This design comes from an exercise in tuning for small area and a short achievable clock period on the open sky130 flow, not from production work.
Function was checked by simulation only, so behaviour that the tests miss may differ from the original.
No activity file was given, so power comes from the tool's default toggle rates.

==> branch juniper <==
==> flow/design.v (excerpt) <==
module if_npc_btb (
   input  logic        cpu_clk,
   input  logic        cpu_rstn,
   input  logic [31:0] pc,
   input  logic        if_valid,
   output logic        pred_taken,
   output logic [31:0] pred_target,
   output logic [31:0] npc,
   input  logic        ex_valid,
   input  logic [31:0] ex_pc,
   input  logic        ex_taken,
   input  logic [31:0] ex_target,
   input  logic        ex_pred_taken,
   input  logic [31:0] ex_pred_target,
   output logic        pred_error,
   output logic        jump_taken,
   output logic [31:0] mispred_cnt
);
   logic [15:0] r_valid;
   logic [1:0]  r_ctr    [16];
   logic [25:0] r_tag    [16];
   logic [29:0] r_target [16];
   logic [31:0] r_mispred_cnt;
   logic [15:0]      w_sel, w_ex_sel, w_tk;
   logic [16*26-1:0] w_tags;
   logic [16*30-1:0] w_tgt_in;
   logic [16*29-1:0] w_ex_in;
   always_comb begin
      for (int e = 0; e < 16; e++) begin
         w_sel[e]    = (pc[5:2] == 4'(e));
         w_ex_sel[e] = (ex_pc[5:2] == 4'(e));
         w_tk[e]     = r_valid[e] & r_ctr[e][1];
         w_tags[e*26 +: 26]   = r_tag[e];
         w_tgt_in[e*30 +: 30] = r_target[e];
  ...
clock: 6.5 ns
lec_check: 0
cap_margin: 20
core_aspect_ratio: 0.5
core_margin: 2
core_utilization: 40
setup_slack_margin: 2.2
slew_margin: 20
synth_hierarchical: 1
tns_end_percent: 0
buffer_ports_args: -buffer_cell sky130_fd_sc_hd__buf_1
cts_args: -sink_clustering_enable -repair_clock_nets -dont_use_dummy_load -sink_clustering_size 24 -sink_clustering_max_diameter 120 -buf_list {sky130_fd_sc_hd__clkbuf_16}
io_constraints: /design/flow/flow/io.tcl
standard.sh (not shown) runs the stock make flow with config.mk's settings and CLKGATE_MAP_FILE= SYNTH_SCRIPT=/design/flow/synth_recipe.tcl, a recipe that flattens the netlist after the stock synthesis.
==> flow/flow/run.sh <==
#!/bin/bash
# Standard synthesis and layout (standard.sh), with the extra ORFS settings
# in flow/extra.mk (port buffer cell, clock tree options) and the pin
# placement constraints in flow/io.tcl.
set -uo pipefail
cat flow/extra.mk >> config.mk
echo "export IO_CONSTRAINTS = $PWD/flow/io.tcl" >> config.mk
bash standard.sh > flow_standard.log 2>&1
==> flow/flow/extra.mk <==
export BUFFER_PORTS_ARGS = -buffer_cell sky130_fd_sc_hd__buf_1
export CTS_ARGS = -sink_clustering_enable -repair_clock_nets -dont_use_dummy_load -sink_clustering_size 24 -sink_clustering_max_diameter 120 -buf_list {sky130_fd_sc_hd__clkbuf_16}
==> flow/flow/io.tcl <==
# All signal pins on the bottom edge.
set_io_pin_constraint -pin_names [all_inputs] -region bottom:*
set_io_pin_constraint -pin_names [all_outputs] -region bottom:*
==> inputs of branch harbor, as changes to branch juniper <==
--- a/flow/design.v
+++ b/flow/design.v
@@ -16,69 +16,63 @@
    output logic        jump_taken,
    output logic [31:0] mispred_cnt
 );
    logic [15:0] r_valid;
    logic [1:0]  r_ctr    [16];
    logic [25:0] r_tag    [16];
    logic [29:0] r_target [16];
    logic [31:0] r_mispred_cnt;
-   logic [15:0]      w_sel, w_ex_sel, w_tk;
+   logic [15:0]      w_sel, w_hsel, w_ex_sel, w_tk;
    logic [16*26-1:0] w_tags;
    logic [16*30-1:0] w_tgt_in;
    logic [16*29-1:0] w_ex_in;
    always_comb begin
       for (int e = 0; e < 16; e++) begin
          w_sel[e]    = (pc[5:2] == 4'(e));
+         w_hsel[e]   = cpu_rstn & if_valid & (pc[5:2] == 4'(e));
          w_ex_sel[e] = (ex_pc[5:2] == 4'(e));
          w_tk[e]     = r_valid[e] & r_ctr[e][1];
          w_tags[e*26 +: 26]   = r_tag[e];
          w_tgt_in[e*30 +: 30] = r_target[e];
          w_ex_in[e*29 +: 29]  = {r_valid[e], r_ctr[e], r_tag[e]};
       end
    end
-   logic [3:0]  w_dlo, w_dhi;
-   logic        w_en;
    logic [15:0] w_m1, w_m2;
    logic [3:0]  w_ptn;
    logic        w_pt;
-   btb_dec2 u_dlo (.a(pc[3:2]), .y(w_dlo));
-   btb_dec2 u_dhi (.a(pc[5:4]), .y(w_dhi));
-   assign w_en = cpu_rstn & if_valid;
+   logic [29:0] w_rd_target;
    for (genvar e = 0; e < 16; e++) begin : g_match
-      btb_match u_match (.a(r_tag[e]), .b(pc[31:6]), .tk(w_tk[e]), .lo(w_dlo[e%4]),
-                         .hi(w_dhi[e/4]), .en(w_en), .m1(w_m1[e]), .m2(w_m2[e]));
+      btb_match u_match (.a(r_tag[e]), .b(pc[31:6]), .tk(w_tk[e]), .sel(w_hsel[e]),
+                         .m1(w_m1[e]), .m2(w_m2[e]));
    end
    btb_hitor u_pt0 (.m1(w_m1), .m2(w_m2), .ptn(w_ptn[0]), .pt(w_pt));
    btb_hitor u_pt1 (.m1(w_m1), .m2(w_m2), .ptn(w_ptn[1]), .pt());
    btb_hitor u_pt2 (.m1(w_m1), .m2(w_m2), .ptn(w_ptn[2]), .pt());
    btb_hitor u_pt3 (.m1(w_m1), .m2(w_m2), .ptn(w_ptn[3]), .pt());
    assign pred_taken = w_pt;
-   logic [29:0] w_rd_target_n;
-   btb_rdmux #(30) u_pc_rd (.sel(w_sel), .d(w_tgt_in), .qn(w_rd_target_n));
+   btb_rdmux #(30) u_pc_rd (.sel(w_sel), .d(w_tgt_in), .q(w_rd_target));
    logic [31:0] w_pc_plus4, w_tgt, w_redir, w_npc_t, w_npc_n;
    assign w_pc_plus4 = pc + 32'd4;
-   assign w_tgt      = {~w_rd_target_n, 2'b00};
+   assign w_tgt      = {w_rd_target, 2'b00};
    assign pred_error = cpu_rstn & ex_valid &
                        ((ex_taken != ex_pred_taken) |
                         (ex_taken & (ex_target != ex_pred_target)));
    assign jump_taken = cpu_rstn & ex_valid & ex_taken & ~pred_error;
    assign w_redir    = ex_taken ? ex_target : (ex_pc + 32'd4);
    assign w_npc_t    = pred_error ? w_redir : w_tgt;
    assign w_npc_n    = pred_error ? w_redir : w_pc_plus4;
-   btb_muxi #(16) u_out0 (.s(w_ptn[0]), .an(~w_pc_plus4[15:0]),  .bn(~w_tgt[15:0]),    .y(pred_target[15:0]));
-   btb_muxi #(16) u_out1 (.s(w_ptn[1]), .an(~w_pc_plus4[31:16]), .bn(~w_tgt[31:16]),   .y(pred_target[31:16]));
-   btb_muxi #(16) u_out2 (.s(w_ptn[2]), .an(~w_npc_n[15:0]),     .bn(~w_npc_t[15:0]),  .y(npc[15:0]));
-   btb_muxi #(16) u_out3 (.s(w_ptn[3]), .an(~w_npc_n[31:16]),    .bn(~w_npc_t[31:16]), .y(npc[31:16]));
+   btb_mux2 #(16) u_out0 (.s(w_ptn[0]), .a(w_pc_plus4[15:0]),  .b(w_tgt[15:0]),    .y(pred_target[15:0]));
+   btb_mux2 #(16) u_out1 (.s(w_ptn[1]), .a(w_pc_plus4[31:16]), .b(w_tgt[31:16]),   .y(pred_target[31:16]));
+   btb_mux2 #(16) u_out2 (.s(w_ptn[2]), .a(w_npc_n[15:0]),     .b(w_npc_t[15:0]),  .y(npc[15:0]));
+   btb_mux2 #(16) u_out3 (.s(w_ptn[3]), .a(w_npc_n[31:16]),    .b(w_npc_t[31:16]), .y(npc[31:16]));
    logic       w_ex_rd_valid, w_ex_hit, w_ctr_we, w_ent_we;
    logic [1:0] w_ex_rd_ctr, w_ctr_nxt;
    logic [25:0] w_ex_rd_tag;
-   logic [28:0] w_ex_rd_n;
-   btb_rdmux #(29) u_ex_rd (.sel(w_ex_sel), .d(w_ex_in), .qn(w_ex_rd_n));
-   assign {w_ex_rd_valid, w_ex_rd_ctr, w_ex_rd_tag} = ~w_ex_rd_n;
+   btb_rdmux #(29) u_ex_rd (.sel(w_ex_sel), .d(w_ex_in), .q({w_ex_rd_valid, w_ex_rd_ctr, w_ex_rd_tag}));
    assign w_ex_hit = w_ex_rd_valid & (w_ex_rd_tag == ex_pc[31:6]);
    assign w_ctr_we = cpu_rstn & ex_valid & (w_ex_hit | ex_taken);
    assign w_ent_we = cpu_rstn & ex_valid & ex_taken;
    always_comb begin
       if (!w_ex_hit)
          w_ctr_nxt = 2'b10;
       else if (ex_taken)
          w_ctr_nxt = (w_ex_rd_ctr == 2'b11) ? 2'b11 : w_ex_rd_ctr + 2'd1;
@@ -106,61 +100,52 @@
       else if (pred_error)
          r_mispred_cnt <= r_mispred_cnt + 32'd1;
    end
    assign mispred_cnt = r_mispred_cnt;
 endmodule
 module btb_rdmux #(parameter int W = 1) (
    input  logic [15:0]     sel,
    input  logic [16*W-1:0] d,
-   output logic [W-1:0]    qn
+   output logic [W-1:0]    q
 );
    for (genvar i = 0; i < W; i++) begin : g_bit
       logic [5:0] y;
       logic [1:0] z;
       for (genvar j = 0; j < 5; j++) begin : g_a
          btb_a222oi u_a (.a1(sel[3*j]),   .a2(d[(3*j)*W+i]),
                          .b1(sel[3*j+1]), .b2(d[(3*j+1)*W+i]),
                          .c1(sel[3*j+2]), .c2(d[(3*j+2)*W+i]), .y(y[j]));
       end
       btb_nand2 u_n15 (.a(sel[15]), .b(d[15*W+i]), .y(y[5]));
       btb_nand3 u_z0 (.a(y[0]), .b(y[1]), .c(y[2]), .y(z[0]));
       btb_nand3 u_z1 (.a(y[3]), .b(y[4]), .c(y[5]), .y(z[1]));
-      btb_nor2  u_q  (.a(z[0]), .b(z[1]), .y(qn[i]));
+      btb_or2   u_q  (.a(z[0]), .b(z[1]), .y(q[i]));
    end
 endmodule
 module btb_match (
    input  logic [25:0] a,
    input  logic [25:0] b,
    input  logic        tk,
-   input  logic        lo,
-   input  logic        hi,
-   input  logic        en,
+   input  logic        sel,
    output logic        m1,
    output logic        m2
 );
    logic [27:0] t;
-   logic [7:0]  n;
+   logic [6:0]  n;
    for (genvar k = 0; k < 26; k++) begin : g_eq
       btb_xnor2 u_x (.a(a[k]), .b(b[k]), .y(t[k]));
    end
    assign t[26] = tk;
-   assign t[27] = lo;
+   assign t[27] = sel;
    for (genvar j = 0; j < 7; j++) begin : g_n
       btb_nand4 u_n (.a(t[4*j]), .b(t[4*j+1]), .c(t[4*j+2]), .d(t[4*j+3]), .y(n[j]));
    end
-   btb_nand2 u_n7 (.a(hi), .b(en), .y(n[7]));
    btb_nor4 u_m1 (.a(n[0]), .b(n[1]), .c(n[2]), .d(n[3]), .y(m1));
-   btb_nor4 u_m2 (.a(n[4]), .b(n[5]), .c(n[6]), .d(n[7]), .y(m2));
-endmodule
-module btb_dec2 (
-   input  logic [1:0] a,
-   output logic [3:0] y
-);
-   assign y = 4'b0001 << a;
+   btb_nor3 u_m2 (.a(n[4]), .b(n[5]), .c(n[6]), .y(m2));
 endmodule
 module btb_hitor (
    input  logic [15:0] m1,
    input  logic [15:0] m2,
    output logic        ptn,
    output logic        pt
 );
    logic [7:0] a;
@@ -198,16 +183,16 @@
    assign y = ~(a & b);
 endmodule
 module btb_nand3 (input logic a, b, c, output logic y);
    assign y = ~(a & b & c);
 endmodule
 module btb_a22oi (input logic a1, a2, b1, b2, output logic y);
    assign y = ~((a1 & a2) | (b1 & b2));
 endmodule
-module btb_muxi #(parameter int W = 1) (
+module btb_mux2 #(parameter int W = 1) (
    input  logic         s,
-   input  logic [W-1:0] an,
-   input  logic [W-1:0] bn,
+   input  logic [W-1:0] a,
+   input  logic [W-1:0] b,
    output logic [W-1:0] y
 );
-   assign y = ~(s ? an : bn);
+   assign y = s ? a : b;
 endmodule
==> flow/flow/run.sh (replaced) <==
#!/bin/bash
# Standard synthesis and layout (standard.sh), with the extra ORFS settings
# in flow/extra.mk (port buffer cell, clock tree options).
set -uo pipefail
cat flow/extra.mk >> config.mk
bash standard.sh > flow_standard.log 2>&1
Settings changed: CORE_ASPECT_RATIO 0.5 to not set, CORE_UTILIZATION 40 to 60, IO_CONSTRAINTS /design/flow/flow/io.tcl to not set, TNS_END_PERCENT 0 to not set.
removed: flow/flow/io.tcl
==> summary of the runs <==
Branch juniper completed without violations. Branch harbor finished with timing, DRC and antenna clean.
Against branch juniper, the first-iteration DRC count of branch harbor is higher by 15%.
Sequential power is about the same in branch juniper and branch harbor.
Between branch juniper and branch harbor, the lower non-clock buffer count is in branch juniper (gap 106).
Of branch harbor and branch juniper, branch harbor has the higher setup slack (gap 29 ps).
Cell count: branch juniper is larger than branch harbor (8.1%).
In count of clock-buffer cells in the layout, branch juniper and branch harbor do not differ.
Die area: branch harbor is smaller than branch juniper (about 33%).
Global-route usage: branch juniper is lower than branch harbor (13 points).

[what the ideal ports hide]
How much do the figures lean on ideal ports? The routed layouts below were timed once more, with nothing changed but the port constraints. Step 1 (the two cells are an assumption about what drives the block):
set clk [get_ports {cpu_clk}]
set_driving_cell -lib_cell sky130_fd_sc_hd__clkbuf_16 $clk
set_driving_cell -lib_cell sky130_fd_sc_hd__buf_2 [delete_from_list [all_inputs] $clk]
Step 2 adds t to the input delays and takes it off the output delays; t is the mean of the earliest and latest rising clock arrival at the registers after step 1. Input paths then give back, and output paths get back, about the clock's delay inside the block. Slacks: ideal ports / drivers / drivers and shift; pairs: ideal ports / drivers.
| run | t, ns | setup slack, ns | worst hold slack (ns) | worst slew at a driven data input, ns |
|---|---|---|---|---|
| branch juniper | 0.713 | 1.347 / 1.292 / 0.761 | 0.492 / 0.492 / 0.492 | 0.09 |
| branch harbor | 0.693 | 1.376 / 1.343 / 0.894 | 0.473 / 0.473 / 0.473 | 0.17 |
After both steps setup and hold are still met in every run listed. For branch juniper, which loses most, drivers alone change the setup slack by -0.055 ns; drivers and shift together by -0.586 ns.
